This is an optimization exercise on Yosys and OpenROAD, whose aim is small area, a short achievable clock period and few clock cycles, not a production implementation.
Only simulation tests tie the RTL to the original design; equivalence was not proved.

## flow/constraint.sdc

```tcl
create_clock -name core_clock -period 25.0 [get_ports {clock}]
set_input_delay 5.0000 -clock core_clock [delete_from_list [all_inputs] [get_ports {clock}]]
set_output_delay 5.0000 -clock core_clock [all_outputs]
set_load 0.01 [all_outputs]
```

## flow/flow/run.sh

```bash
#!/bin/bash
# Own layout flow: the standard layout (standard.sh) with these changes.
#  1. Synthesis maps the logic with flow/abc_map.script (see flow/synth.tcl).
#  2. ORFS's repair_timing steps aim for a setup margin of SETUP_MARGIN ns, so
#     that the layout reaches a shorter period than the 25 ns it is built for.
#  3. Ports are buffered with PORT_BUF instead of ORFS's default delay cell.
#  4. Yosys does not extract half/full adders (ADDER_MAP_FILE empty), which
#     here only break up the XOR logic that ABC maps better on its own.
# make's output goes to layout.log; each ORFS step keeps its own log under
# orfs/logs/.
set -euo pipefail
W=$(pwd)
SETUP_MARGIN=${SETUP_MARGIN:-18.4}
PORT_BUF=${PORT_BUF:-sky130_fd_sc_hd__buf_1}
bash standard.sh SYNTH_SCRIPT="$W/flow/synth.tcl" SETUP_SLACK_MARGIN=$SETUP_MARGIN \
  BUFFER_PORTS_ARGS="-buffer_cell $PORT_BUF" ADDER_MAP_FILE= finish > "$W/layout.log" 2>&1
```

## flow/flow/abc_map.script

```
strash
&get -n
&st
&dch
&nf -R 50
&st
&dch
&nf -R 50
&put
```

## flow/flow/synth.tcl

```tcl
set my_abc_script [file join [file dirname [info script]] abc_map.script]
proc synth {args} { yosys synth -nofsm -noshare {*}$args }
proc abc {args} {
  global my_abc_script
  set i [lsearch -exact $args -script]
  if {$i >= 0} { set args [lreplace $args [expr {$i + 1}] [expr {$i + 1}] $my_abc_script] }
  yosys abc {*}$args
}
source $::env(SCRIPTS_DIR)/synth.tcl
# left out here: clear keep_hierarchy, flatten, clean up, hide names made inside functions, write 1_2_yosys.v
```

## flow/design.v

```verilog
package aesTypesPkg;
	typedef logic [128-1:0] aesBlock;
	typedef logic [4*8-1:0] aesWord;
	typedef logic [8-1:0] aesByte;
	function automatic aesByte xtime(input aesByte b);
		xtime = {b[6:0], 1'b0} ^ (b[7] ? 8'h1B : 8'h00);
	endfunction
	function automatic aesBlock shiftRows(input aesBlock b);
		aesBlock s;
		s = '0;
		for (int c = 0; c < 4; c++) begin
			for (int r = 0; r < 4; r++)
				s[127 - 8*(r + 4*c) -: 8] = b[127 - 8*(r + 4*((c + r) % 4)) -: 8];  
		end
		shiftRows = s;
	endfunction
	function automatic aesBlock mixDelta(input aesBlock b);
		aesBlock m;
		aesByte a0, a1, a2, a3, t;
		m = '0;
		for (int c = 0; c < 4; c++) begin
			a0 = b[127 - 32*c -: 8];
			a1 = b[119 - 32*c -: 8];
			a2 = b[111 - 32*c -: 8];
			a3 = b[103 - 32*c -: 8];
			t = a0 ^ a1 ^ a2 ^ a3;
			m[127 - 32*c -: 32] = {
				t ^ xtime(a0 ^ a1),
				t ^ xtime(a1 ^ a2),
				t ^ xtime(a2 ^ a3),
				t ^ xtime(a3 ^ a0)};
		end
		mixDelta = m;
	endfunction
	function automatic aesByte rcon(input logic [3:0] r);
		case (r)
			4'd1: rcon = 8'h01;
			4'd2: rcon = 8'h02;
			4'd3: rcon = 8'h04;
			4'd4: rcon = 8'h08;
			4'd5: rcon = 8'h10;
			4'd6: rcon = 8'h20;
			4'd7: rcon = 8'h40;
			4'd8: rcon = 8'h80;
			4'd9: rcon = 8'h1b;
			4'd10: rcon = 8'h36;
			default: rcon = 8'h00;
		endcase
	endfunction
endpackage
package aesCtrlPkg;
	typedef logic [3:0] roundCount;
endpackage
module aesSbox (
	input aesTypesPkg::aesByte inByte,
	output aesTypesPkg::aesByte outByte
);
	logic U0, U1, U2, U3, U4, U5, U6, U7;
	logic T1, T2, T3, T4, T5, T6, T7, T8, T9, T10, T11, T12, T13, T14;
	logic T15, T16, T17, T18, T19, T20, T21, T22, T23, T24, T25, T26, T27;
	logic M1, M2, M3, M4, M5, M6, M7, M8, M9, M10, M11, M12, M13, M14, M15, M16;
	logic M17, M18, M19, M20, M21, M22, M23, M24, M25, M26, M27, M28, M29, M30, M31, M32;
	logic M33, M34, M35, M36, M37, M38, M39, M40, M41, M42, M43, M44, M45, M46, M47, M48;
	logic M49, M50, M51, M52, M53, M54, M55, M56, M57, M58, M59, M60, M61, M62, M63;
	logic L0, L1, L2, L3, L4, L5, L6, L7, L8, L9, L10, L11, L12, L13, L14;
	logic L15, L16, L17, L18, L19, L20, L21, L22, L23, L24, L25, L26, L27, L28, L29;
	assign {U0, U1, U2, U3, U4, U5, U6, U7} = inByte;
	assign T1 = U0 ^ U3;
	assign T2 = U0 ^ U5;
	assign T3 = U0 ^ U6;
	assign T4 = U3 ^ U5;
	assign T5 = U4 ^ U6;
	assign T6 = T1 ^ T5;
	assign T7 = U1 ^ U2;
	assign T8 = U7 ^ T6;
	assign T9 = U7 ^ T7;
	assign T10 = T6 ^ T7;
	assign T11 = U1 ^ U5;
	assign T12 = U2 ^ U5;
	assign T13 = T3 ^ T4;
	assign T14 = T6 ^ T11;
	assign T15 = T5 ^ T11;
	assign T16 = T5 ^ T12;
	assign T17 = T9 ^ T16;
	assign T18 = U3 ^ U7;
	assign T19 = T7 ^ T18;
	assign T20 = T1 ^ T19;
	assign T21 = U6 ^ U7;
	assign T22 = T7 ^ T21;
	assign T23 = T2 ^ T22;
	assign T24 = T2 ^ T10;
	assign T25 = T20 ^ T17;
	assign T26 = T3 ^ T16;
	assign T27 = T1 ^ T12;
	assign M1 = T13 & T6;
	assign M2 = T23 & T8;
	assign M3 = T14 ^ M1;
	assign M4 = T19 & U7;
	assign M5 = M4 ^ M1;
	assign M6 = T3 & T16;
	assign M7 = T22 & T9;
	assign M8 = T26 ^ M6;
	assign M9 = T20 & T17;
	assign M10 = M9 ^ M6;
	assign M11 = T1 & T15;
	assign M12 = T4 & T27;
	assign M13 = M12 ^ M11;
	assign M14 = T2 & T10;
	assign M15 = M14 ^ M11;
	assign M16 = M3 ^ M2;
	assign M17 = M5 ^ T24;
	assign M18 = M8 ^ M7;
	assign M19 = M10 ^ M15;
	assign M20 = M16 ^ M13;
	assign M21 = M17 ^ M15;
	assign M22 = M18 ^ M13;
	assign M23 = M19 ^ T25;
	assign M24 = M22 ^ M23;
	assign M25 = M22 & M20;
	assign M26 = M21 ^ M25;
	assign M27 = M20 ^ M21;
	assign M28 = M23 ^ M25;
	assign M29 = M28 & M27;
	assign M30 = M26 & M24;
	assign M31 = M20 & M23;
	assign M32 = M27 & M31;
	assign M33 = M27 ^ M25;
	assign M34 = M21 & M22;
	assign M35 = M24 & M34;
	assign M36 = M24 ^ M25;
	assign M37 = M21 ^ M29;
	assign M38 = M32 ^ M33;
	assign M39 = M23 ^ M30;
	assign M40 = M35 ^ M36;
	assign M41 = M38 ^ M40;
	assign M42 = M37 ^ M39;
	assign M43 = M37 ^ M38;
	assign M44 = M39 ^ M40;
	assign M45 = M42 ^ M41;
	assign M46 = M44 & T6;
	assign M47 = M40 & T8;
	assign M48 = M39 & U7;
	assign M49 = M43 & T16;
	assign M50 = M38 & T9;
	assign M51 = M37 & T17;
	assign M52 = M42 & T15;
	assign M53 = M45 & T27;
	assign M54 = M41 & T10;
	assign M55 = M44 & T13;
	assign M56 = M40 & T23;
	assign M57 = M39 & T19;
	assign M58 = M43 & T3;
	assign M59 = M38 & T22;
	assign M60 = M37 & T20;
	assign M61 = M42 & T1;
	assign M62 = M45 & T4;
	assign M63 = M41 & T2;
	assign L0 = M61 ^ M62;
	assign L1 = M50 ^ M56;
	assign L2 = M46 ^ M48;
	assign L3 = M47 ^ M55;
	assign L4 = M54 ^ M58;
	assign L5 = M49 ^ M61;
	assign L6 = M62 ^ L5;
	assign L7 = M46 ^ L3;
	assign L8 = M51 ^ M59;
	assign L9 = M52 ^ M53;
	assign L10 = M53 ^ L4;
	assign L11 = M60 ^ L2;
	assign L12 = M48 ^ M51;
	assign L13 = M50 ^ L0;
	assign L14 = M52 ^ M61;
	assign L15 = M55 ^ L1;
	assign L16 = M56 ^ L0;
	assign L17 = M57 ^ L1;
	assign L18 = M58 ^ L8;
	assign L19 = M63 ^ L4;
	assign L20 = L0 ^ L1;
	assign L21 = L1 ^ L7;
	assign L22 = L3 ^ L12;
	assign L23 = L18 ^ L2;
	assign L24 = L15 ^ L9;
	assign L25 = L6 ^ L10;
	assign L26 = L7 ^ L9;
	assign L27 = L8 ^ L10;
	assign L28 = L11 ^ L14;
	assign L29 = L11 ^ L17;
	assign outByte = {
		L6 ^ L24,
		~(L16 ^ L26),
		~(L19 ^ L28),
		L6 ^ L21,
		L20 ^ L22,
		L25 ^ L29,
		~(L13 ^ L27),
		~(L6 ^ L23)};
endmodule
module aesKeySchedule (
	input logic clock,
	input logic idle,
	input aesTypesPkg::aesByte rcon,
	input aesTypesPkg::aesBlock key,
	output aesTypesPkg::aesBlock roundKey
);
	aesTypesPkg::aesBlock keyReg;
	aesTypesPkg::aesBlock nextKey;
	aesTypesPkg::aesWord w0, w1, w2, w3;
	aesTypesPkg::aesWord rotWord;
	aesTypesPkg::aesWord subWord;
	aesTypesPkg::aesWord g;
	assign {w0, w1, w2, w3} = keyReg;
	assign rotWord = {w3[23:0], w3[31:24]};
	for (genvar i = 0; i < 4; i++) begin : genSubWord
		aesSbox uSbox (
			.inByte(rotWord[8*i +: 8]),
			.outByte(subWord[8*i +: 8])
		);
	end
	assign g = subWord ^ {rcon, 24'h000000};
	assign nextKey[127:96] = w0 ^ g;
	assign nextKey[95:64] = w1 ^ nextKey[127:96];
	assign nextKey[63:32] = w2 ^ nextKey[95:64];
	assign nextKey[31:0] = w3 ^ nextKey[63:32];
	assign roundKey = idle ? key : nextKey;
	always_ff @(posedge clock)
		keyReg <= roundKey;
endmodule
module aesRoundDatapath (
	input logic clock,
	input logic idle,
	input logic enable,
	input logic lastRound,
	input aesTypesPkg::aesBlock plainText,
	input aesTypesPkg::aesBlock roundKey,
	output aesTypesPkg::aesBlock cipherText
);
	aesTypesPkg::aesBlock stateReg;
	aesTypesPkg::aesBlock subBytes;
	aesTypesPkg::aesBlock shifted;
	aesTypesPkg::aesBlock base;
	aesTypesPkg::aesBlock delta;
	logic noMix;
	for (genvar i = 0; i < 16; i++) begin : genSubBytes
		aesSbox uSbox (
			.inByte(stateReg[8*i +: 8]),
			.outByte(subBytes[8*i +: 8])
		);
	end
	assign shifted = aesTypesPkg::shiftRows(subBytes);
	assign noMix = idle || lastRound;
	assign base = (idle ? plainText : shifted) ^ roundKey;
	assign delta = aesTypesPkg::mixDelta(shifted) & {128{~noMix}};
	always_ff @(posedge clock) begin
		if (enable)
			stateReg <= base ^ delta;
	end
	assign cipherText = stateReg;
endmodule
module aesSequencer (
	input logic clock,
	input logic reset,
	input logic start,
	output logic idle,
	output logic enable,
	output logic lastRound,
	output aesTypesPkg::aesByte rcon,
	output logic done
);
	aesCtrlPkg::roundCount round;  
	logic idleReg;
	logic doneReg;
	assign idle = idleReg;
	assign enable = start || !idleReg;
	assign lastRound = (round == 4'd10);
	assign rcon = aesTypesPkg::rcon(round);
	always_ff @(posedge clock or posedge reset) begin
		if (reset) begin
			round <= 4'd0;
			idleReg <= 1'b1;
			doneReg <= 1'b0;
		end else if (idleReg) begin
			if (start) begin
				round <= 4'd1;
				idleReg <= 1'b0;
				doneReg <= 1'b0;
			end
		end else begin
			round <= lastRound ? 4'd0 : round + 4'd1;
			idleReg <= lastRound;
			doneReg <= lastRound;
		end
	end
	assign done = doneReg;
endmodule
module aesTop (
	input logic clock,
	input logic reset,
	input logic start,
	input aesTypesPkg::aesBlock plainText,
	input aesTypesPkg::aesBlock key,
	output aesTypesPkg::aesBlock cipherText,
	output logic done
);
	aesTypesPkg::aesBlock roundKey;
	aesTypesPkg::aesByte rcon;
	logic idle, enable, lastRound;
	aesSequencer uSequencer (
		.clock(clock),
		.reset(reset),
		.start(start),
		.idle(idle),
		.enable(enable),
		.lastRound(lastRound),
		.rcon(rcon),
		.done(done)
	);
	aesKeySchedule uKeys (
		.clock(clock),
		.idle(idle),
		.rcon(rcon),
		.key(key),
		.roundKey(roundKey)
	);
	aesRoundDatapath uDatapath (
		.clock(clock),
		.idle(idle),
		.enable(enable),
		.lastRound(lastRound),
		.plainText(plainText),
		.roundKey(roundKey),
		.cipherText(cipherText)
	);
endmodule
```

## flow/standard.sh

```bash
#!/bin/bash
# synth_recipe.tcl (not shown) runs the flow's synth.tcl, then flattens the netlist and writes it again
# the make line also repeats each setting of config.mk as NAME=value (left out here)
make -C /OpenROAD-flow-scripts/flow DESIGN_CONFIG=/design/flow/config.mk WORK_HOME=/design/flow/orfs CLKGATE_MAP_FILE= SYNTH_SCRIPT=/design/flow/synth_recipe.tcl "${@:-finish}"
```

## flow/config.mk

```make
export PLATFORM = sky130hd
export DESIGN_NAME = aesTop
export DESIGN_NICKNAME = aesTop
export VERILOG_FILES = /design/flow/design.v
export SDC_FILE = /design/flow/constraint.sdc
export NUM_CORES = 4
export LEC_CHECK = 0
export CAP_MARGIN = 20
export CORE_MARGIN = 2
export CORE_UTILIZATION = 40
export CTS_CLUSTER_DIAMETER = 100
export CTS_CLUSTER_SIZE = 20
export PLACE_DENSITY = 0.75
export SLEW_MARGIN = 20
```

==> impl_results.md, run 1 <==
* Max Cap Violations at 0
* Area share of the largest cell type after synthesis at 36.1%
* Post-CTS Hold Buffers at 0
* Worst Setup SP: uDatapath.stateReg[0]
* Crit path required time at 20.00 ns
* Most common cell in the synthesized netlist: xnor2_1
* Max_slew headroom at 28.2%
* Worst Tran Pin Value at 1.08 ns
* CTS Buf Count at 18
* GRT Overall Usage at 27.0%
* Via Count at 29900
* R2R depth at 21
* Largest net degree at the start of global routing at 90
* Cell Rows at 105
* Synth-to-Final Area Change at 13.0%
* Final setup margin at 18.54 ns
* Starting Density at 40.5%
* CP peak stage delay at 0.55 ns
* Final setup fails at 0
* I/O Buffers at 387
* Pre-CTS setup slack at 17.90 ns
* Final WL at 121000 um
* Skew final at 0.0177 ns
* Most used DFF post-synth: edfxtp_1
* Setup TNS at 0 ns
* Via density per instance at 5.30
* Period utilization at 25.9%
* Synth cell types at 44
* Clock transition at path regs at 0.09 ns
* Syn_nets at 4380
* Slew Limit Fails at 0
* Reg2reg start: uDatapath.stateReg[6]
* Synthesized area at 33300 um2
* Critical Path, Cell by Cell: buf_1
* Net count, final at 4805
* Die ar. at 85700 um2
* Worst Setup EP: cipherText[0]
* Share of post-route cells with drive strength above 1 at 3.40%
* # H-tree levels at 1
* Drt pass-1 iters at 6
* CP max FO at 5
* Worst skew pair latency at 0.55 ns
* Die height at 293 um
* Grt total ovfl at 0
* Cell count after synthesis at 4121
* Vias in the first global route at 28300
* Crit-path leading delay family: flip-flops
* Routed WL per cell at 21.5 um
* CTS tree: built
* Avg Inst Size Synth at 8.09 um2
* Drt initial violations at 2954
* CTS root buffer: clkbuf_16
* Worst Path Class, Setup: flip-flop to output pin
* Worst reg-to-reg setup slack at 18.61 ns
* Worst EP arrival at 1.46 ns
* Critical path capture point type: output pin
* Worst hold path type: flip-flop to flip-flop
* Remaining DRCs at 0
* Core Area at 82200 um2
* Most instantiated cells after synthesis: xnor2_1, xor2_1, nand2_1
* # IOs at 388
* Placer Congestion at 1.01
* Sequential area share after synthesis at 19.7%
* First-pass GRT wire length at 174000 um
* Buffer and inverter count on the worst path at 1
* Levels on crit path at 1
* Initial antenna violation count at 5
* Hold Vio Cnt, Final at 0
* Yosys top cell by area: xnor2_1
* Async SR Flop Fraction at 2.29%
* Yosys reg bits at 262
* Die W at 293 um
* Crit start category: flip-flop
* Tmin final at 6.46 ns
* Hold Crit Start: uSequencer.doneReg
* Clock Path Buffers at 3
* Reg2reg end: uDatapath.stateReg[104]
* Post-route ant nets at 0
* Slowest stage cell, crit path: edfxtp_1
* RSZ-0062 raised after global routing: true
* Largest cells by area after synthesis: xnor2_1, xor2_1, edfxtp_1, dfxtp_1, nand2_1
* Post-synth EDFFs at 128
* Status: finished clean
* Ys Warns at 3
* Fmax at 155 MHz
* TritonCTS Sinks at 262
* HPWL after DPL at 101000 um
* Hold slack at 0.495 ns
worst min-delay path by stage:
stage               cells after the start  slack, ns                 end
global placement                        2       0.49  uSequencer.doneReg
detailed placement                      2       0.49  uSequencer.doneReg
CTS                                     2       0.51  uSequencer.doneReg
floorplan                               2       0.52  uSequencer.doneReg
global route                            2       0.52  uSequencer.doneReg
finish                                  2       0.49  uSequencer.doneReg
repair_timing:
action | 4_1_cts | 5_1_grt
resized for setup | 8 | 109
pin swaps | 0 | 2
setup endpoints to repair | 9 | 195
setup buffers | 0 | 5
final cells by class:
| type | instances | area [um2] |
|---|---|---|
| Antenna cell | 6 | 15.0 |
| Sequential cell | 262 | 6560 |
| Inverter | 38 | 148 |
| Timing Repair Buffer | 405 | 1590 |
| Fill cell | 8154 | 44600 |
| Clock buffer | 27 | 526 |
| Multi-Input combinational cell | 3821 | 27500 |
| Tap cell | 1070 | 1340 |
| Clock inverter | 5 | 43.8 |
metrics by stage:
stage                     area (um2)  instances  util, %
after floorplan                33300       4121        -
after global placement         36300       5591     44.1
after global routing           37700       5632     45.8
after CTS                      36900       5623     44.8
final                          37700       5634     45.8
after detailed placement       36300       5591     44.1
metal layers:
metal	part of all wire (%)	vias to the layer above	wire (um)	track usage [%]
li1	-	14300	-	-
met5	0	-	0	0
met4	6.6	0	8040	14.8
met2	43	1337	52100	41.9
met1	42	14000	51100	36.2
met3	8.1	268	9800	3.61
layout by cell type, fill, tap and decap left out, types with 5 or more instances in the layout:
cell type	n
a211oi_1	16
a21o_1	12
a21oi_1	191
a22o_1	6
a31oi_1	5
and2_0	34
and3_1	8
buf_1	387
buf_4	17
clkbuf_1	6
clkbuf_16	19
clkinv_1	37
dfrtp_1	5
dfxtp_1	128
diode_2	6
edfxtp_1	128
mux2_1	27
mux2i_1	78
nand2_1	507
nand2b_1	60
nand3_1	15
nor2_1	418
nor2b_1	36
nor3_1	15
o211ai_1	27
o21ai_0	254
o21ai_1	8
o22ai_1	17
o31ai_1	5
or2_0	12
xnor2_1	1299
xnor2_2	76
xor2_1	622
xor2_2	29
worst reg2reg max path, stage by stage, from the launching register on:
cell	delay, ns
edfxtp_1	0.51
xor2_1	0.23
xnor2_1	0.64
xnor2_1	0.21
xnor2_1	0.24
nand2_1	0.11
xnor2_1	0.43
nor2_1	0.15
a21oi_1	0.19
nand2_1	0.09
and2_0	0.23
clkinv_1	0.06
o22ai_1	0.09
nand2_1	0.11
xor2_1	0.50
xnor2_1	0.34
xnor2_1	0.66
xnor2_1	0.26
xnor2_2	0.41
xor2_1	0.34
nor2_1	0.09
xnor2_1	0.30
logic make-up after synthesis:
kind of cell	synth area share (%)
XOR/XNOR	53.2
AND/OR/NAND/NOR	14.0
AO/OA/AOI/OAI	9.41
flip-flops	19.7
multiplexers	3.25
buffers and inverters	0.428
registers in the layout, indices dropped and copies added (netlist names):
register and cells:
uSequencer.idleReg 1, uDatapath.stateReg 128, uSequencer.round 4, uKeys.keyReg 128, uSequencer.doneReg 1
Testbench counts, summed over its fixed seeds: cycles 26,400.
==> run 2: changes to the inputs <==
==> flow/flow/abc_map.script (replaced) <==
strash
&get -n
&st
&dch
&nf -R 50
&st
&dch
&nf -R 50
&st
&dch
&nf -R 50
&put
--- a/flow/config.mk
+++ b/flow/config.mk
@@ -10,5 +10,4 @@
 export CORE_UTILIZATION = 40
 export CTS_CLUSTER_DIAMETER = 100
-export CTS_CLUSTER_SIZE = 20
-export PLACE_DENSITY = 0.75
+export CTS_CLUSTER_SIZE = 24
 export SLEW_MARGIN = 20
==> run 2 against run 1 <==
Net effect: synthesized cell count rose by 0.70%; synthesized area grew 0.21%; maximum frequency about the same; highest routed layer is now met5.
==> impl_results.md, run 2 <==
* Hold slack at 0.499 ns
* Share of post-route cells with drive strength above 1 at 3.43%
* First-pass GRT wire length at 176000 um
* Async SR Flop Fraction at 2.29%
* Top flop regs: uDatapath.stateReg x128, uKeys.keyReg x128, uSequencer.round x4
* Most instantiated cells after synthesis: xnor2_1, xor2_1, nand2_1
* Most common cell in the synthesized netlist: xnor2_1
* Vias in the first global route at 27900
* CTS Buf Count at 17
* Remaining DRCs at 0
* Placer Congestion at 0.991
* Routed WL per cell at 21.4 um
* Buffer and inverter count on the worst path at 1
* Cell count after synthesis at 4150
* Max_slew headroom at 28.9%
* # H-tree levels at 1
* Clock Path Buffers at 3
* Post-synth EDFFs at 128
* Worst EP arrival at 1.47 ns
* Yosys top cell by area: xnor2_1
* TritonCTS Sinks at 262
* # IOs at 388
* Max Cap Violations at 0
* Critical path capture point type: output pin
* Fmax at 155 MHz
* Clock transition at path regs at 0.10 ns
* Net count, final at 4826
* Synth Area in Compound Gates at 9.19%
* Via density per instance at 5.18
* CTS root buffer: clkbuf_16
* Drt initial violations at 2446
* I/O Buffers at 387
* Fillers at 8236
* Final setup fails at 0
* Worst Tran Pin Value at 1.06 ns
* Avg Inst Size Synth at 8.05 um2
* Most used DFF post-synth: edfxtp_1
* Crit-path leading delay family: flip-flops
* CP max FO at 5
* Mux contribution to synthesized area at 3.37%
* Drt pass-1 iters at 6
* CTS tree: built
* Post-route ant nets at 0
* Die W at 293 um
* Slew Limit Fails at 0
* Period utilization at 25.9%
* Largest net degree at the start of global routing at 192
* Die height at 293 um
* Final setup margin at 18.53 ns
* Critical Path, Cell by Cell: buf_1
* Synth-to-Final Area Change at 12.9%
* Skew final at 0.0198 ns
* RSZ-0062 raised after global routing: true
* Worst hold path type: flip-flop to flip-flop
* Starting Density at 40.6%
* Core Area at 82400 um2
* Adder-cell share of the synthesized area at 0%
* Crit path required time at 20.00 ns
* Slowest stage cell, crit path: edfxtp_1
* Commonest non-fill, non-tap cell in the layout: xnor2_1
* GRT Overall Usage at 27.2%
* Post-CTS Hold Buffers at 0
* Worst Path Class, Setup: flip-flop to output pin
* HPWL after DPL at 102000 um
* Xor/xnor share of the synthesized area at 53.1%
* Cell Rows at 105
* Crit start category: flip-flop
* Initial antenna violation count at 10
* Final WL at 121000 um
* Largest cells by area after synthesis: xnor2_1, xor2_1, edfxtp_1, dfxtp_1, nand2_1
* Synthesized area at 33400 um2
* Hold Vio Cnt, Final at 0
* Sequential area share after synthesis at 19.6%
* Post CTS Setup Buffer Count at 0
* Main combinational cell family by area after synthesis: XOR/XNOR gates
* Grt total ovfl at 0
* CP peak stage delay at 0.72 ns
* Ys Warns at 3
* Yosys reg bits at 262
* Tmin final at 6.47 ns
* Post-layout util at 45.8%
* Setup TNS at 0 ns
* Via Count at 29300
* Commonest non-fill, non-tap cells in the layout: xnor2_1, xor2_1, nand2_1, nor2_1, buf_1
* Syn_nets at 4409
* Pre-CTS setup slack at 17.78 ns
* Synth Area in Simple Gates at 14.1%
* Area share of the largest cell type after synthesis at 36.8%
* Die ar. at 85900 um2
* Status: finished clean
* Worst skew pair latency at 0.54 ns
* Synth cell types at 44
run 2: changes by cell type after synthesis, moves of 10 or more:
cell	before	now
a21o_1	12	27
a21oi_1	192	167
clkinv_1	38	52
mux2i_1	78	90
nor2_1	418	455
nor2b_1	36	21
o21ai_0	263	283
or2_0	12	22
xnor2_1	1375	1405
xor2_1	651	617
run 2: final timing paths:
check                                    endpoint  cells past startpoint              startpoint  slack (ns)
hold / removal                 uSequencer.doneReg                      2      uSequencer.doneReg        0.50
hold reg to reg                uSequencer.doneReg                      2      uSequencer.doneReg        0.50
setup / recovery                   cipherText[72]                      1  uDatapath.stateReg[72]       18.53
max in group asynchronous      uSequencer.idleReg                      2                   reset       20.46
min in group asynchronous     uSequencer.round[1]                      2                   reset        4.31
setup reg to reg           uDatapath.stateReg[34]                     19  uDatapath.stateReg[66]       18.70
run 2: layout make-up:
type,count,area [um2],share of cell area (%)
multi-input cells,3836,27500,73.0
flip-flops and latches,262,6560,17.4
repair buffers,398,1550,4.10
well taps,1070,1340,3.55
diodes,5,12.5,0.0332
clock inverters,8,85.1,0.226
clock buffers,21,440,1.17
inverters,52,208,0.551
run 2: cells by family after synthesis:
| group | after synthesis |
|---|---|
| flip-flops | 262 |
| AO/OA/AOI/OAI | 563 |
| AND/OR/NAND/NOR | 1140 |
| XOR/XNOR | 2023 |
| multiplexers | 110 |
| buffers and inverters | 52 |
run 2: stage by stage:
stage	area (um2)	cells
after floorplan	33400	4150
after global placement	36300	5618
after detailed placement	36300	5618
after CTS	36900	5647
after global routing	37700	5650
final	37700	5652
run 2: metal layers:
metal  vias to the layer above  GRT usage, %  routed length (um)
met5                         -             0                  49
li1                      14300             -                   -
met3                       166          2.56                8420
met2                      1084          43.4               53700
met4                         8          10.1                5010
met1                     13700          38.1               54000
run 2: what timing repair did:
action                     4_1_cts  5_1_grt
setup endpoints to repair       67      179
resized for setup                3      120
pin swaps                        0        1
==> run 3: changes to the inputs <==
--- a/flow/config.mk
+++ b/flow/config.mk
@@ -10,4 +10,5 @@
 export CORE_UTILIZATION = 40
 export CTS_CLUSTER_DIAMETER = 100
-export CTS_CLUSTER_SIZE = 24
+export CTS_CLUSTER_SIZE = 20
+export GPL_ROUTABILITY_DRIVEN = 0
 export SLEW_MARGIN = 20
==> run 3 against run 2 <==
Net effect: synthesized area is the same; die area unchanged; maximum frequency is 0.68% higher; critical endpoint is now cipherText[79]; highest routed layer unchanged.
==> impl_results.md, run 3 <==
* Most common cell in the synthesized netlist: xnor2_1
* Slowest stage cell, crit path: edfxtp_1
* Critical Path, Cell by Cell: buf_1
* Via density per instance at 5.23
* Tmin final at 6.43 ns
* Mux contribution to synthesized area at 3.37%
* Synth-to-Final Area Change at 12.9%
* CTS Buf Count at 18
* I/O Buffers at 387
* Die W at 293 um
* Final setup fails at 0
* Fmax at 156 MHz
* Share of post-route cells with drive strength above 1 at 3.25%
* Die ar. at 85900 um2
* Worst Path Class, Setup: flip-flop to output pin
* Max_slew headroom at 26.7%
* Fillers at 8249
* Hold Vio Cnt, Final at 0
* Sequential area share after synthesis at 19.6%
* Initial antenna violation count at 6
* Async SR Flop Fraction at 2.29%
* Skew final at 0.0411 ns
* GRT Overall Usage at 27.0%
* Commonest non-fill, non-tap cell in the layout: xnor2_1
* Post-synth EDFFs at 128
* Yosys top cell by area: xnor2_1
* Worst hold path type: flip-flop to flip-flop
* Adder-cell share of the synthesized area at 0%
* CTS root buffer: clkbuf_16
* CP peak stage delay at 0.63 ns
* Drt initial violations at 2529
* Worst Setup SP: uDatapath.stateReg[79]
* Worst Tran Pin Value at 1.09 ns
* Clock Path Buffers at 3
* Avg Inst Size Synth at 8.05 um2
* TritonCTS Sinks at 262
* Synth Area in Compound Gates at 9.19%
* Most instantiated cells after synthesis: xnor2_1, xor2_1, nand2_1
* Drt pass-1 iters at 5
* Crit path required time at 20.00 ns
* Die height at 293 um
* Grt total ovfl at 0
* Vias in the first global route at 27600
* Core Area at 82400 um2
* Routed WL per cell at 21.4 um
* Reg2reg start: uDatapath.stateReg[9]
* Starting Density at 40.6%
* Net count, final at 4826
* Post-CTS Hold Buffers at 0
* Main combinational cell family by area after synthesis: XOR/XNOR gates
* Area share of the largest cell type after synthesis at 36.8%
* Final WL at 121000 um
* First-pass GRT wire length at 175000 um
* Period utilization at 25.7%
* Top flop regs: uDatapath.stateReg x128, uKeys.keyReg x128, uSequencer.round x4
* Crit-path leading delay family: flip-flops
* Clock transition at path regs at 0.10 ns
* Synthesized area at 33400 um2
* Pre-CTS setup slack at 17.66 ns
* Setup TNS at 0 ns
* Commonest non-fill, non-tap cells in the layout: xnor2_1, xor2_1, nand2_1, nor2_1, buf_1
* Xor/xnor share of the synthesized area at 53.1%
* Via Count at 29500
* Worst skew pair latency at 0.56 ns
* Buffer and inverter count on the worst path at 1
* Ys Warns at 3
* Synth Area in Simple Gates at 14.1%
* HPWL after DPL at 101000 um
* # H-tree levels at 1
* Largest net degree at the start of global routing at 198
* Final setup margin at 18.57 ns
* RSZ-0062 raised after global routing: true
* Max Cap Violations at 0
* Largest cells by area after synthesis: xnor2_1, xor2_1, edfxtp_1, dfxtp_1, nand2_1
* Crit start category: flip-flop
* Status: finished clean
* Critical path capture point type: output pin
* Synth cell types at 44
* CTS tree: built
* Cell Rows at 105
* Post CTS Setup Buffer Count at 0
* Remaining DRCs at 0
* CP max FO at 5
* Cell count after synthesis at 4150
* Most used DFF post-synth: edfxtp_1
* Hold Crit Start: uSequencer.doneReg
* Post-route ant nets at 0
* Yosys reg bits at 262
* Worst EP arrival at 1.43 ns
* # IOs at 388
* Syn_nets at 4409
* Slew Limit Fails at 0
[run 3: cell type report]
cell class / count / area (um2) / area share [%]
Clock buffer: 29 / 544 / 1.44
Sequential cell: 262 / 6560 / 17.4
Tap cell: 1070 / 1340 / 3.55
Clock inverter: 3 / 38.8 / 0.103
Multi-Input combinational cell: 3836 / 27500 / 72.9
Inverter: 52 / 208 / 0.551
Timing Repair inverter: 1 / 8.76 / 0.0232
Timing Repair Buffer: 396 / 1530 / 4.06
Antenna cell: 1 / 2.50 / 0.00663
[run 3: path summary, 6_finish.rpt]
check	endpoint	slack, ns	cells past startpoint
min	uSequencer.doneReg	0.50	2
max	cipherText[79]	18.57	1
min reg2reg	uSequencer.doneReg	0.50	2
max in group asynchronous	uSequencer.idleReg	20.49	2
min in group asynchronous	uSequencer.round[3]	4.28	2
max reg2reg	uDatapath.stateReg[75]	18.63	20
[run 3: per-stage QoR]
step / std cells / utilization [%] / cell area, um2 / hold WS, ns
6_report: 5650 / 45.8 / 37700 / 0.504
5_1_grt: 5649 / 45.8 / 37700 / 0.566
4_1_cts: 5649 / 44.8 / 36900 / 0.510
3_5_place_dp: 5616 / 44.1 / 36300 / 0.487
3_3_place_gp: 5616 / 44.1 / 36300 / 0.505
2_1_floorplan: 4150 / - / 33400 / 0.497
[run 3: worst reg2reg max path: cells and delay by family, from the launching register on]
kind / cells / cell delay (ns)
simple gates: 4 / 0.57
flops: 1 / 0.51
compound gates: 2 / 0.87
xor+xnor: 14 / 4.18
[run 3: routing by layer]
| metal | wire length [um] | vias to the layer above | track usage, % |
|---|---|---|---|
| met3 | 8980 | 173 | 2.86 |
| li1 | - | 14300 | - |
| met1 | 52900 | 13900 | 37.4 |
| met2 | 53700 | 1159 | 43.2 |
| met5 | 38 | - | 0 |
| met4 | 5140 | 6 | 10.2 |
[run 3: what timing repair did]
action                     in CTS  in global routing
setup endpoints to repair      50                112
gates resized for setup         3                110
hold endpoints to repair        0                  0
cloned                          1                  0
pin swaps                       0                  0
[run 3: logic make-up after synthesis]
group | count (synthesis)
AO/OA/AOI/OAI | 563
XOR/XNOR | 2023
buffers and inverters | 52
flip-flops | 262
multiplexers | 110
AND/OR/NAND/NOR | 1140
==> run 4: changes to the inputs <==
==> flow/flow/abc_map.script (replaced) <==
strash
&get -n
&st
&dch
&nf -R 50
&put
--- a/flow/config.mk
+++ b/flow/config.mk
@@ -11,4 +11,3 @@
 export CTS_CLUSTER_DIAMETER = 100
 export CTS_CLUSTER_SIZE = 20
-export GPL_ROUTABILITY_DRIVEN = 0
 export SLEW_MARGIN = 20
==> run 4 against run 3 <==
Net effect: still clean; setup slack got worse by 0.13 ns; register-to-register slack improved by 0.05 ns; utilization increased by 0.71 points; design area increased by 1.2%; wire length decreased by 1.9%; synthesized area decreased by 0.66%; critical path type unchanged.
==> impl_results.md, run 4 <==
* Max Cap Violations at 0
* Clock Path Buffers at 3
* Most used DFF post-synth: edfxtp_1
* # H-tree levels at 1
* Most instantiated cells after synthesis: xnor2_1, xor2_1, nor2_1
* Core Area at 82100 um2
* Worst hold path type: flip-flop to flip-flop
* Final setup fails at 0
* Commonest non-fill, non-tap cell in the layout: xnor2_1
* Hold slack at 0.489 ns
* Syn_nets at 4282
* Via Count at 28200
* # IOs at 388
* Remaining DRCs at 0
* Share of post-route cells with drive strength above 1 at 5.32%
* Routed WL per cell at 21.4 um
* CP peak stage delay at 0.69 ns
* Final WL at 118000 um
* GRT Overall Usage at 26.7%
* CTS tree: built
* Yosys top cell by area: xnor2_1
* Post-route ant nets at 0
* TritonCTS Sinks at 262
* Xor/xnor share of the synthesized area at 58.2%
* Area share of the largest cell type after synthesis at 41.0%
* Async SR Flop Fraction at 2.29%
* DP Area at 36100 um2
* Commonest non-fill, non-tap cells in the layout: xnor2_1, xor2_1, nor2_1, nand2_1, buf_1
* Clock transition at path regs at 0.09 ns
* Top flop regs: uDatapath.stateReg x128, uKeys.keyReg x128, uSequencer.round x4
* Sequential area share after synthesis at 19.8%
* Main combinational cell family by area after synthesis: XOR/XNOR gates
* Worst Tran Pin Value at 1.17 ns
* Slowest stage cell, crit path: edfxtp_1
* Drt initial violations at 2303
* Ys Warns at 3
* Vias in the first global route at 26800
* Buffer and inverter count on the worst path at 1
* Synth Area in Simple Gates at 11.8%
* Max_slew headroom at 20.9%
* Synth-to-Final Area Change at 15.0%
* Skew final at 0.0246 ns
* Crit path required time at 20.00 ns
* Worst Path Class, Setup: flip-flop to output pin
* Largest net degree at the start of global routing at 87
* CTS Buf Count at 18
* Cell count after synthesis at 4023
* Grt total ovfl at 0
* RSZ-0062 raised after global routing: true
* Tmin final at 6.56 ns
* Critical path capture point type: output pin
* Via density per instance at 5.11
* Synth Area in Compound Gates at 7.15%
* I/O Buffers at 387
* Critical Path, Cell by Cell: buf_1
* Worst EP arrival at 1.56 ns
* Synth cell types at 38
* Placer Congestion at 0.987
* Post-synth EDFFs at 128
* Drt pass-1 iters at 6
* Yosys reg bits at 262
* Avg Inst Size Synth at 8.25 um2
* HPWL after DPL at 99400 um
* Crit start category: flip-flop
* Die height at 292 um
* First-pass GRT wire length at 171000 um
* Status: finished clean
* Adder-cell share of the synthesized area at 0%
* Synthesized area at 33200 um2
* Initial antenna violation count at 6
* CP max FO at 5
* Net count, final at 4702
* Crit-path leading delay family: flip-flops
* Largest cells by area after synthesis: xnor2_1, xor2_1, edfxtp_1, dfxtp_1, nor2_1
* Fillers at 8276
* CTS root buffer: clkbuf_16
* Slew Limit Fails at 0
* Most common cell in the synthesized netlist: xnor2_1
* Die W at 292 um
* Setup TNS at 0 ns
* Die ar. at 85300 um2
* Mux contribution to synthesized area at 2.70%
* Cell Rows at 105
* Fin area at 38200 um2
* Worst skew pair latency at 0.55 ns
* Fmax at 153 MHz
* Starting Density at 40.4%
* Period utilization at 26.2%
* Hold Vio Cnt, Final at 0
[run 4: changes by cell type after synthesis, sizes merged, moves of 21 or more]
cell | previous run | this run
a21o | 27 | 4
mux2i | 90 | 59
nand2 | 498 | 432
nand2b | 54 | 25
nand3 | 23 | 2
o21ai | 283 | 231
xnor2 | 1405 | 1554
xor2 | 617 | 650
[run 4: metal layers]
layer  track usage, %  vias up  wire length (um)
li1                 -    13700                 -
met1             36.7    13300             51800
met2             42.9     1042             53700
met3             2.82      173              7860
met4             10.2        2              5090
met5                0        -                11
[run 4: kinds of logic (layout without fill, tap and decap cells)]
family,Yosys count,in the layout
AO/OA/AOI/OAI,447,447
XOR/XNOR,2204,2204
buffers and inverters,40,472
flip-flops,262,262
multiplexers,86,86
other,0,1
AND/OR/NAND/NOR,984,984
[run 4: final cells by class]
cell class | instances | area [um2] | area share [%]
Sequential cell | 262 | 6560 | 17.2
Clock buffer | 26 | 502 | 1.31
Clock inverter | 6 | 73.8 | 0.193
Tap cell | 1070 | 1340 | 3.51
Timing Repair Buffer | 400 | 1550 | 4.06
Multi-Input combinational cell | 3721 | 28000 | 73.3
Antenna cell | 1 | 2.50 | 0.00655
Inverter | 40 | 176 | 0.462
[run 4: repair_timing]
item                       in CTS  in global routing
setup buffers                   0                  2
resized for setup              35                170
hold buffers                    0                  0
setup endpoints to repair      83                150
pin swaps                       0                  1
[run 4: through the flow]
stage | setup WS, ns | std cells | utilization (%)
after floorplan | 18.50 | 4023 | -
after global placement | 17.76 | 5491 | 43.9
after detailed placement | 17.73 | 5491 | 43.9
after CTS | 18.36 | 5523 | 44.9
after global routing | 18.28 | 5526 | 46.5
final | 18.44 | 5526 | 46.5
[run 4: final timing paths]
path | startpoint | slack, ns | endpoint | cells past startpoint
max | uDatapath.stateReg[74] | 18.44 | cipherText[74] | 1
min | uSequencer.doneReg | 0.49 | uSequencer.doneReg | 2
max reg2reg | uDatapath.stateReg[100] | 18.68 | uDatapath.stateReg[76] | 20
min reg2reg | uSequencer.doneReg | 0.49 | uSequencer.doneReg | 2
max in group asynchronous | reset | 20.46 | uSequencer.idleReg | 2
min in group asynchronous | reset | 4.32 | uSequencer.round[2] | 2
[run 4: tightest hold or removal path, stage by stage, from the launching register on]
cell,delay [ns]
dfrtp_1,0.35
nand2_1,0.05
o21ai_0,0.06
==> run 5: changes to the inputs <==
==> flow/flow/abc_map.script (replaced) <==
strash
&get -n
&st
&dch
&nf -R 50
&st
&dch
&nf -R 50
&st
&dch
&nf -R 50
&put
==> run 5 against run 4 <==
Net effect: largest cell class unchanged; die area increased by 0.65%; critical path type unchanged; worst hold slack improved by 0.0086 ns; synthesized area increased by 0.66%; design area decreased by 1.1%; utilization decreased by 0.67 points; final cell count increased by 2.3%; critical endpoint is now cipherText[79]; synthesized cell count increased by 3.2%; count of clock-buffer cells in the layout increased by 2.
==> impl_results.md, run 5 <==
* Post CTS Setup Buffer Count at 0
* Most common cell in the synthesized netlist: xnor2_1
* Grt total ovfl at 0
* Sequential area share after synthesis at 19.6%
* Via density per instance at 5.19
* Skew final at 0.0485 ns
* Register area at 6560 um2
* Final setup margin at 18.54 ns
* Critical Path, Cell by Cell: buf_1
* Avg Inst Size Synth at 8.05 um2
* Max Cap Violations at 0
* Largest net degree at the start of global routing at 192
* Worst hold path type: flip-flop to flip-flop
* CTS Buf Count at 18
* Hold Vio Cnt, Final at 0
* Crit-path leading delay family: flip-flops
* Drt initial violations at 2519
* CTS tree: built
* Initial antenna violation count at 10
* First-pass GRT wire length at 176000 um
* Max_slew headroom at 28.8%
* Vias in the first global route at 28000
* Drt pass-1 iters at 6
* Net count, final at 4827
* Cell Rows at 105
* Area share of the largest cell type after synthesis at 36.8%
* Post-route ant nets at 0
* Final setup fails at 0
* Worst Tran Pin Value at 1.07 ns
* Crit start category: flip-flop
* Worst Path Class, Setup: flip-flop to output pin
* Die ar. at 85900 um2
* HPWL after DPL at 102000 um
* Largest cells by area after synthesis: xnor2_1, xor2_1, edfxtp_1, dfxtp_1, nand2_1
* Synthesized area at 33400 um2
* Worst reg-to-reg setup slack at 18.75 ns
* Period utilization at 25.8%
* Setup TNS at 0 ns
* Worst skew pair latency at 0.54 ns
* Share of post-route cells with drive strength above 1 at 3.36%
* Worst EP arrival at 1.46 ns
* Remaining DRCs at 0
* Routed WL per cell at 21.4 um
* Cell count after synthesis at 4150
* Commonest non-fill, non-tap cell in the layout: xnor2_1
* Most used DFF post-synth: edfxtp_1
* Clock Path Buffers at 3
* # H-tree levels at 1
* Tmin final at 6.46 ns
* CP peak stage delay at 0.62 ns
* Synth cell types at 44
* Fmax at 155 MHz
* TritonCTS Sinks at 262
* Yosys top cell by area: xnor2_1
* Ys Warns at 3
* Slew Limit Fails at 0
* Syn_nets at 4409
* Pre-CTS setup slack at 17.78 ns
* Yosys reg bits at 262
* Die W at 293 um
* Critical path capture point type: output pin
* Buffer and inverter count on the worst path at 1
* GRT Overall Usage at 27.2%
* Final WL at 121000 um
* Core Area at 82400 um2
* Via Count at 29400
* Placer Congestion at 0.991
* Commonest non-fill, non-tap cells in the layout: xnor2_1, xor2_1, nand2_1, nor2_1, buf_1
* # IOs at 388
* Area of the multi-input gates at 27500 um2
* CP max FO at 5
* RSZ-0062 raised after global routing: true
* Synth-to-Final Area Change at 13.0%
* Crit path required time at 20.00 ns
* I/O Buffers at 387
* Most instantiated cells after synthesis: xnor2_1, xor2_1, nand2_1
* Die height at 293 um
* CTS root buffer: clkbuf_16
* Post-synth EDFFs at 128
* Clock transition at path regs at 0.09 ns
* Top flop regs: uDatapath.stateReg x128, uKeys.keyReg x128, uSequencer.round x4
* Async SR Flop Fraction at 2.29%
* Slowest stage cell, crit path: edfxtp_1
* Fillers at 8222
* Starting Density at 40.6%
* Status: finished clean
## run 5: changes by cell type after synthesis, sizes merged, moves of 13 or more
cell	delta
o21ai	+52
nand2b	+29
o22ai	+13
nor2b	-16
xnor2	-149
o211ai	+15
mux2i	+31
or2	+17
and2	+17
xor2	-33
nand2	+66
nand3	+21
a21o	+23
## run 5: cell families after synthesis
| group | count (synthesis) | share of synthesized area (%) |
|---|---|---|
| AO/OA/AOI/OAI | 563 | 9.19 |
| multiplexers | 110 | 3.37 |
| flip-flops | 262 | 19.6 |
| XOR/XNOR | 2023 | 53.1 |
| AND/OR/NAND/NOR | 1140 | 14.1 |
| buffers and inverters | 52 | 0.584 |
## run 5: per-layer routing
metal	routed length [um]	GRT usage, %
met4	4860	9.91
met1	54200	38.1
met5	53	0
met2	54000	43.5
met3	8150	2.44
## run 5: final timing paths
| check | startpoint | to | depth (start not counted) |
|---|---|---|---|
| worst max-delay path | uDatapath.stateReg[79] | cipherText[79] | 1 |
| worst min-delay path | uSequencer.doneReg | uSequencer.doneReg | 2 |
| worst max register to register | uDatapath.stateReg[1] | uDatapath.stateReg[107] | 21 |
| worst min register to register | uSequencer.doneReg | uSequencer.doneReg | 2 |
| max in group asynchronous | reset | uSequencer.idleReg | 2 |
| min in group asynchronous | reset | uSequencer.round[1] | 2 |
## run 5: final cells by class
type                    count  share of cell area, %
diodes                      4                 0.0265
clock buffers              28                   1.41
clock inverters             4                  0.103
inverters                  52                  0.550
multi-input cells        3836                   72.9
flip-flops and latches    262                   17.4
well taps                1070                   3.55
repair buffers            398                   4.10
## run 5: repair_timing
item,in CTS,in global routing
pin swaps,0,1
endpoints found under the setup margin,67,179
hold buffers,0,0
gates cloned,0,0
gates resized for setup,3,118
## run 5: metrics by stage
step | cell area [um2] | hold slack [ns] | utilization [%] | instances
2_1_floorplan | 33400 | 0.497 | - | 4150
3_3_place_gp | 36300 | 0.508 | 44.1 | 5618
3_5_place_dp | 36300 | 0.478 | 44.1 | 5618
4_1_cts | 36900 | 0.498 | 44.8 | 5650
5_1_grt | 37800 | 0.551 | 45.8 | 5653
6_report | 37800 | 0.498 | 45.8 | 5654
==> run 6: changes to the inputs <==
--- a/flow/config.mk
+++ b/flow/config.mk
@@ -6,8 +6,8 @@
 export NUM_CORES = 4
 export LEC_CHECK = 0
-export CAP_MARGIN = 20
+export CAP_MARGIN = 0
 export CORE_MARGIN = 2
 export CORE_UTILIZATION = 40
 export CTS_CLUSTER_DIAMETER = 100
 export CTS_CLUSTER_SIZE = 20
-export SLEW_MARGIN = 20
+export SLEW_MARGIN = 0
==> run 6 against run 5 <==
Net effect: still clean on timing, DRC and antenna; design area unchanged; final cell count is the same; via count is the same; non-clock buffer count unchanged; register-to-register slack is essentially flat; setup slack did not move; critical path type unchanged; highest routed layer unchanged.
==> impl_results.md, run 6 <==
* Cell count after synthesis at 4150
* Post-CTS Hold Buffers at 0
* CP peak stage delay at 0.62 ns
* Drt initial violations at 2519
* Yosys reg bits at 262
* HPWL after DPL at 102000 um
* Post-route ant nets at 0
* Remaining DRCs at 0
* First-pass GRT wire length at 176000 um
* Most instantiated cells after synthesis: xnor2_1, xor2_1, nand2_1
* Crit path required time at 20.00 ns
* Worst EP arrival at 1.46 ns
* Adder-cell share of the synthesized area at 0%
* Xor/xnor share of the synthesized area at 53.1%
* CTS tree: built
* Die W at 293 um
* Commonest non-fill, non-tap cell in the layout: xnor2_1
* Total placed cells including tap cells at 5618
* Worst Tran Pin Value at 1.07 ns
* Async SR Flop Fraction at 2.29%
* Crit-path leading delay family: flip-flops
* Synthesized area at 33400 um2
* Buffer and inverter count on the worst path at 1
* Synth Area in Compound Gates at 9.19%
* Tmin final at 6.46 ns
* Mux contribution to synthesized area at 3.37%
* Period utilization at 25.8%
* Synth-to-Final Area Change at 13.0%
* # IOs at 388
* Worst Path Class, Setup: flip-flop to output pin
* Commonest non-fill, non-tap cells in the layout: xnor2_1, xor2_1, nand2_1, nor2_1, buf_1
* Max Cap Violations at 0
* Placer Congestion at 0.991
* Slew Limit Fails at 0
* Vias in the first global route at 28000
* Max_slew headroom at 28.8%
* Area share of the largest cell type after synthesis at 36.8%
* Via Count at 29400
* Drt pass-1 iters at 6
* Crit start category: flip-flop
* Synth Area in Simple Gates at 14.1%
* # H-tree levels at 1
* Post-synth EDFFs at 128
* Grt total ovfl at 0
* Slowest stage cell, crit path: edfxtp_1
* Final WL at 121000 um
* Hold Vio Cnt, Final at 0
* Avg Inst Size Synth at 8.05 um2
* Via density per instance at 5.19
* CP max FO at 5
* Most common cell in the synthesized netlist: xnor2_1
* Worst skew pair latency at 0.54 ns
* Sequential area share after synthesis at 19.6%
* CTS root buffer: clkbuf_16
* Critical path capture point type: output pin
* Finished Layout Cells at 5654
* Setup TNS at 0 ns
* Skew final at 0.0485 ns
* CTS Buf Count at 18
* Core Area at 82400 um2
* Share of post-route cells with drive strength above 1 at 3.36%
* Ys Warns at 3
* Worst hold path type: flip-flop to flip-flop
* GRT Overall Usage at 27.2%
* Die ar. at 85900 um2
* Synth cell types at 44
* Cell Rows at 105
* I/O Buffers at 387
* Critical Path, Cell by Cell: buf_1
* Final setup fails at 0
* Syn_nets at 4409
* RSZ-0062 raised after global routing: true
* Routed WL per cell at 21.4 um
* Clock Path Buffers at 3
* Net count, final at 4827
* Yosys top cell by area: xnor2_1
* TritonCTS Sinks at 262
* Post CTS Setup Buffer Count at 0
* Status: finished clean
* Largest cells by area after synthesis: xnor2_1, xor2_1, edfxtp_1, dfxtp_1, nand2_1
* Most used DFF post-synth: edfxtp_1
* Clock transition at path regs at 0.09 ns
* Top flop regs: uDatapath.stateReg x128, uKeys.keyReg x128, uSequencer.round x4
* Initial antenna violation count at 10
* Main combinational cell family by area after synthesis: XOR/XNOR gates
* Largest net degree at the start of global routing at 192
* Die height at 293 um
* Worst reg-to-reg setup slack at 18.75 ns
* Starting Density at 40.6%
* Fillers at 8222
* Fmax at 155 MHz
[run 6: cell counts in the layout (fill, tap and decap cells not counted)]
No cell type changed its count.
[run 6: tightest hold or removal path, delay by kind of cell (launching register included)]
family | cells | cell delay [ns]
AOI/OAI and AO/OA | 1 | 0.06
DFF | 1 | 0.36
and+or+nand+nor | 1 | 0.05
[run 6: area by class of cell]
| cell class | instances | area [um2] | area share [%] |
|---|---|---|---|
| tap | 1070 | 1340 | 3.55 |
| antenna | 4 | 10.0 | 0.0265 |
| clock buffer | 28 | 531 | 1.41 |
| clock inverter | 4 | 38.8 | 0.103 |
| inverter | 52 | 208 | 0.550 |
| timing repair buffer | 398 | 1550 | 4.10 |
| multi-input combinational | 3836 | 27500 | 72.9 |
| sequential | 262 | 6560 | 17.4 |
[run 6: path summary, 6_finish.rpt]
kind / startpoint / to / depth (start not counted)
min: uSequencer.doneReg / uSequencer.doneReg / 2
max in group asynchronous: reset / uSequencer.idleReg / 2
max reg2reg: uDatapath.stateReg[1] / uDatapath.stateReg[107] / 21
max: uDatapath.stateReg[79] / cipherText[79] / 1
min in group asynchronous: reset / uSequencer.round[1] / 2
min reg2reg: uSequencer.doneReg / uSequencer.doneReg / 2
[run 6: logic make-up after synthesis]
group,Yosys count
XOR/XNOR,2023
multiplexers,110
AND/OR/NAND/NOR,1140
flip-flops,262
AO/OA/AOI/OAI,563
buffers and inverters,52
[run 6: metrics by stage]
| step | utilization [%] | setup WS, ns | area (um2) | hold slack, ns |
|---|---|---|---|---|
| floorplan | - | 18.47 | 33400 | 0.497 |
| global placement | 44.1 | 17.84 | 36300 | 0.508 |
| detailed placement | 44.1 | 17.78 | 36300 | 0.478 |
| CTS | 44.8 | 18.44 | 36900 | 0.498 |
| global route | 45.8 | 18.34 | 37800 | 0.551 |
| finish | 45.8 | 18.54 | 37800 | 0.498 |
[run 6: timing repair]
action | 4_1_cts | 5_1_grt
pin swaps | 0 | 1
endpoints found under the setup margin | 67 | 179
cloned | 0 | 0
resized for setup | 3 | 118
[run 6: per-layer routing]
metal / global-route usage, % / wire, um / vias up
li1: - / - / 14300
met1: 38.1 / 54200 / 13800
met2: 43.5 / 54000 / 1104
met3: 2.44 / 8150 / 165
met4: 9.91 / 4860 / 8
met5: 0 / 53 / -
==> run 7: changes to the inputs <==
--- a/flow/flow/run.sh
+++ b/flow/flow/run.sh
@@ -11,6 +11,6 @@
 set -euo pipefail
 W=$(pwd)
-SETUP_MARGIN=${SETUP_MARGIN:-18.4}
+SETUP_MARGIN=${SETUP_MARGIN:-18.5}
 PORT_BUF=${PORT_BUF:-sky130_fd_sc_hd__buf_1}
 bash standard.sh SYNTH_SCRIPT="$W/flow/synth.tcl" SETUP_SLACK_MARGIN=$SETUP_MARGIN \
-  BUFFER_PORTS_ARGS="-buffer_cell $PORT_BUF" ADDER_MAP_FILE= finish > "$W/layout.log" 2>&1
+  BUFFER_PORTS_ARGS="-buffer_cell $PORT_BUF" ADDER_MAP_FILE= SETUP_MOVE_SEQUENCE=unbuffer,sizeup,swap finish > "$W/layout.log" 2>&1
--- a/flow/config.mk
+++ b/flow/config.mk
@@ -6,8 +6,8 @@
 export NUM_CORES = 4
 export LEC_CHECK = 0
-export CAP_MARGIN = 0
+export CAP_MARGIN = 20
 export CORE_MARGIN = 2
 export CORE_UTILIZATION = 40
 export CTS_CLUSTER_DIAMETER = 100
 export CTS_CLUSTER_SIZE = 20
-export SLEW_MARGIN = 0
+export SLEW_MARGIN = 20
==> run 7 against run 6 <==
Net effect: still clean on timing, DRC and antenna; utilization up 0.37 points; first-iteration DRC count down 1.5%; worst hold slack better by 0.0027 ns; final cell count about the same; wire length up 0.31%; register-to-register slack better by 0.03 ns; non-clock buffer count up 1; design area up 0.81%; critical path type unchanged; critical endpoint is now cipherText[72]; largest cell class unchanged.
==> impl_results.md, run 7 <==
* Drt initial violations at 2481
* Fillers at 8220
* Fin area at 38100 um2
* Top flop regs: uDatapath.stateReg x128, uKeys.keyReg x128, uSequencer.round x4
* Main combinational cell family by area after synthesis: XOR/XNOR gates
* Final WL at 122000 um
* Yosys reg bits at 262
* # H-tree levels at 1
* # IOs at 388
* Total placed cells including tap cells at 5619
* Worst EP arrival at 1.54 ns
* First-pass GRT wire length at 175000 um
* CTS Buf Count at 19
* Fmax at 153 MHz
* Synth Area in Compound Gates at 9.19%
* Max Cap Violations at 0
* RSZ-0062 raised after global routing: true
* Setup TNS at 0 ns
* Sequential area share after synthesis at 19.6%
* Largest cells by area after synthesis: xnor2_1, xor2_1, edfxtp_1, dfxtp_1, nand2_1
* Max_slew headroom at 29.6%
* Starting Density at 40.6%
* Placer Congestion at 0.994
* Synthesized area at 33400 um2
* CP peak stage delay at 0.73 ns
* Tmin final at 6.54 ns
* Worst Tran Pin Value at 1.05 ns
* CP max FO at 5
* Drt pass-1 iters at 5
* Period utilization at 26.2%
* Cell count after synthesis at 4150
* Synth-to-Final Area Change at 13.9%
* Via density per instance at 5.18
* Remaining DRCs at 0
* Cell Rows at 105
* Skew final at 0.0270 ns
* Slew Limit Fails at 0
* Xor/xnor share of the synthesized area at 53.1%
* Finished Layout Cells at 5655
* Crit-path leading delay family: flip-flops
* Async SR Flop Fraction at 2.29%
* Largest net degree at the start of global routing at 130
* HPWL after DPL at 102000 um
* Most used DFF post-synth: edfxtp_1
* Area share of the largest cell type after synthesis at 36.8%
* Critical path capture point type: output pin
* Crit start category: flip-flop
* CTS tree: built
* DP Area at 36300 um2
* Critical Path, Cell by Cell: buf_2
* Routed WL per cell at 21.5 um
* Status: finished clean
* Vias in the first global route at 27400
* Hold Vio Cnt, Final at 0
* Ys Warns at 3
* GRT Overall Usage at 27.2%
* Avg Inst Size Synth at 8.05 um2
* Commonest non-fill, non-tap cell in the layout: xnor2_1
* Worst hold path type: flip-flop to flip-flop
* Via Count at 29300
* Post-synth EDFFs at 128
* Adder-cell share of the synthesized area at 0%
* Buffer and inverter count on the worst path at 1
* Net count, final at 4829
* Die ar. at 85900 um2
* Synth Area in Simple Gates at 14.1%
* Clock Path Buffers at 3
* Levels on crit path at 1
* TritonCTS Sinks at 262
* Worst skew pair latency at 0.55 ns
* Post-route ant nets at 0
* I/O Buffers at 387
* Die W at 293 um
* Worst Path Class, Setup: flip-flop to output pin
* Initial antenna violation count at 8
* Yosys top cell by area: xnor2_1
* R2R depth at 21
* Clock transition at path regs at 0.09 ns
* Mux contribution to synthesized area at 3.37%
* Crit path required time at 20.00 ns
* Most common cell in the synthesized netlist: xnor2_1
* Slowest stage cell, crit path: edfxtp_1
* Die height at 293 um
* Synth cell types at 44
* Commonest non-fill, non-tap cells in the layout: xnor2_1, xor2_1, nand2_1, nor2_1, buf_1
* Pre-CTS setup slack at 18.03 ns
* Syn_nets at 4409
* Post-layout util at 46.2%
* Hold Path Stages at 2
* Post CTS Setup Buffer Count at 0
* Most instantiated cells after synthesis: xnor2_1, xor2_1, nand2_1
* Core Area at 82400 um2
* Share of post-route cells with drive strength above 1 at 4.23%
* CTS root buffer: clkbuf_16
* Final setup margin at 18.46 ns
* Final setup fails at 0
* Grt total ovfl at 0
[run 7: cell types whose count changed in the layout (fill, tap and decap cells not counted), moves of 3 or more]
cell and delta:
xnor2_2 +26, xor2_2 +7, clkinv_4 +3, xor2_1 -8, xnor2_1 -26
[run 7: worst paths after layout]
check,startpoint,endpoint,slack (ns)
setup reg to reg,uDatapath.stateReg[111],uDatapath.stateReg[34],18.78
hold reg to reg,uSequencer.doneReg,uSequencer.doneReg,0.50
max in group asynchronous,reset,uSequencer.idleReg,20.48
hold / removal,uSequencer.doneReg,uSequencer.doneReg,0.50
setup / recovery,uDatapath.stateReg[72],cipherText[72],18.46
min in group asynchronous,reset,uSequencer.round[1],4.29
[run 7: cells by family (layout without fill, tap and decap cells)]
| family | count (synthesis) | count (layout) |
|---|---|---|
| compound gates | 563 | 563 |
| xor+xnor | 2023 | 2023 |
| buf+inv | 52 | 484 |
| flops | 262 | 262 |
| mux | 110 | 110 |
| other cells | 0 | 3 |
| simple gates | 1140 | 1140 |
[run 7: layout make-up]
class                   instances  area [um2]  area share (%)
well taps                    1070        1340            3.52
inverters                      52         221           0.582
multi-input cells            3836       27800            73.0
repair buffers                399        1550            4.06
flip-flops and latches        262        6560            17.2
diodes                          3        7.51          0.0197
clock buffers                  27         537            1.41
clock inverters                 6        63.8           0.168
[run 7: timing repair]
item	4_1_cts	5_1_grt
hold buffers	0	0
endpoints found under the setup margin	15	186
gates resized for setup	12	146
pin swaps	0	1
[run 7: tightest hold or removal path: cells and delay by family, from the launching register on]
| family | cells | cell delay [ns] |
|---|---|---|
| DFF | 1 | 0.36 |
| and+or+nand+nor | 1 | 0.05 |
| AOI/OAI and AO/OA | 1 | 0.06 |
[run 7: per-stage QoR]
stage,hold WS (ns)
final,0.501
after global routing,0.534
after CTS,0.501
after detailed placement,0.480
after global placement,0.497
after floorplan,0.497
[run 7: routing by layer]
layer  up-vias  wire (um)  track usage, %
met1     13800      54200            37.9
met4         2       3810            7.97
met3       127       8600            2.84
li1      14300          -               -
met2      1008      54900            44.1
met5         -         14               0

what the ideal ports hide:
No port has a modelled driver above. Below, the same layouts with a new extraction and two added sets of constraints. Step 1: set_driving_cell puts a clkbuf_16 on clock and a buf_2 on each other input, an assumption about the parent block. Step 2 times the ports against the registers' clock, not the clock port: input delays grow and output delays shrink by t, the midpoint of the rising clock arrivals with the driver on. a / b / c = no drivers / after step 1 / after step 2; a / b = the first two.
| run | t (ns) | setup WS [ns] | hold slack, ns | worst setup path at the end |
|---|---|---|---|---|
| run 1 | 0.603 | 18.535 / 18.473 / 18.038 | 0.495 / 0.495 / 0.495 | input to register |
| run 2 | 0.599 | 18.529 / 18.463 / 18.150 | 0.499 / 0.499 / 0.499 | input to register |
| run 3 | 0.599 | 18.572 / 18.509 / 18.029 | 0.504 / 0.504 / 0.504 | input to register |
| run 4 | 0.607 | 18.443 / 18.375 / 18.168 | 0.489 / 0.489 / 0.489 | input to register |
| run 5 | 0.582 | 18.543 / 18.482 / 18.172 | 0.498 / 0.498 / 0.498 | input to register |
| run 6 | 0.582 | 18.543 / 18.482 / 18.172 | 0.498 / 0.498 / 0.498 | input to register |
| run 7 | 0.609 | 18.462 / 18.394 / 18.486 | 0.501 / 0.501 / 0.501 | input to register |
After both steps every run listed still meets setup and hold. The setup slack of run 3, which loses most, moves by -0.063 ns with the drivers and by -0.543 ns with both steps.
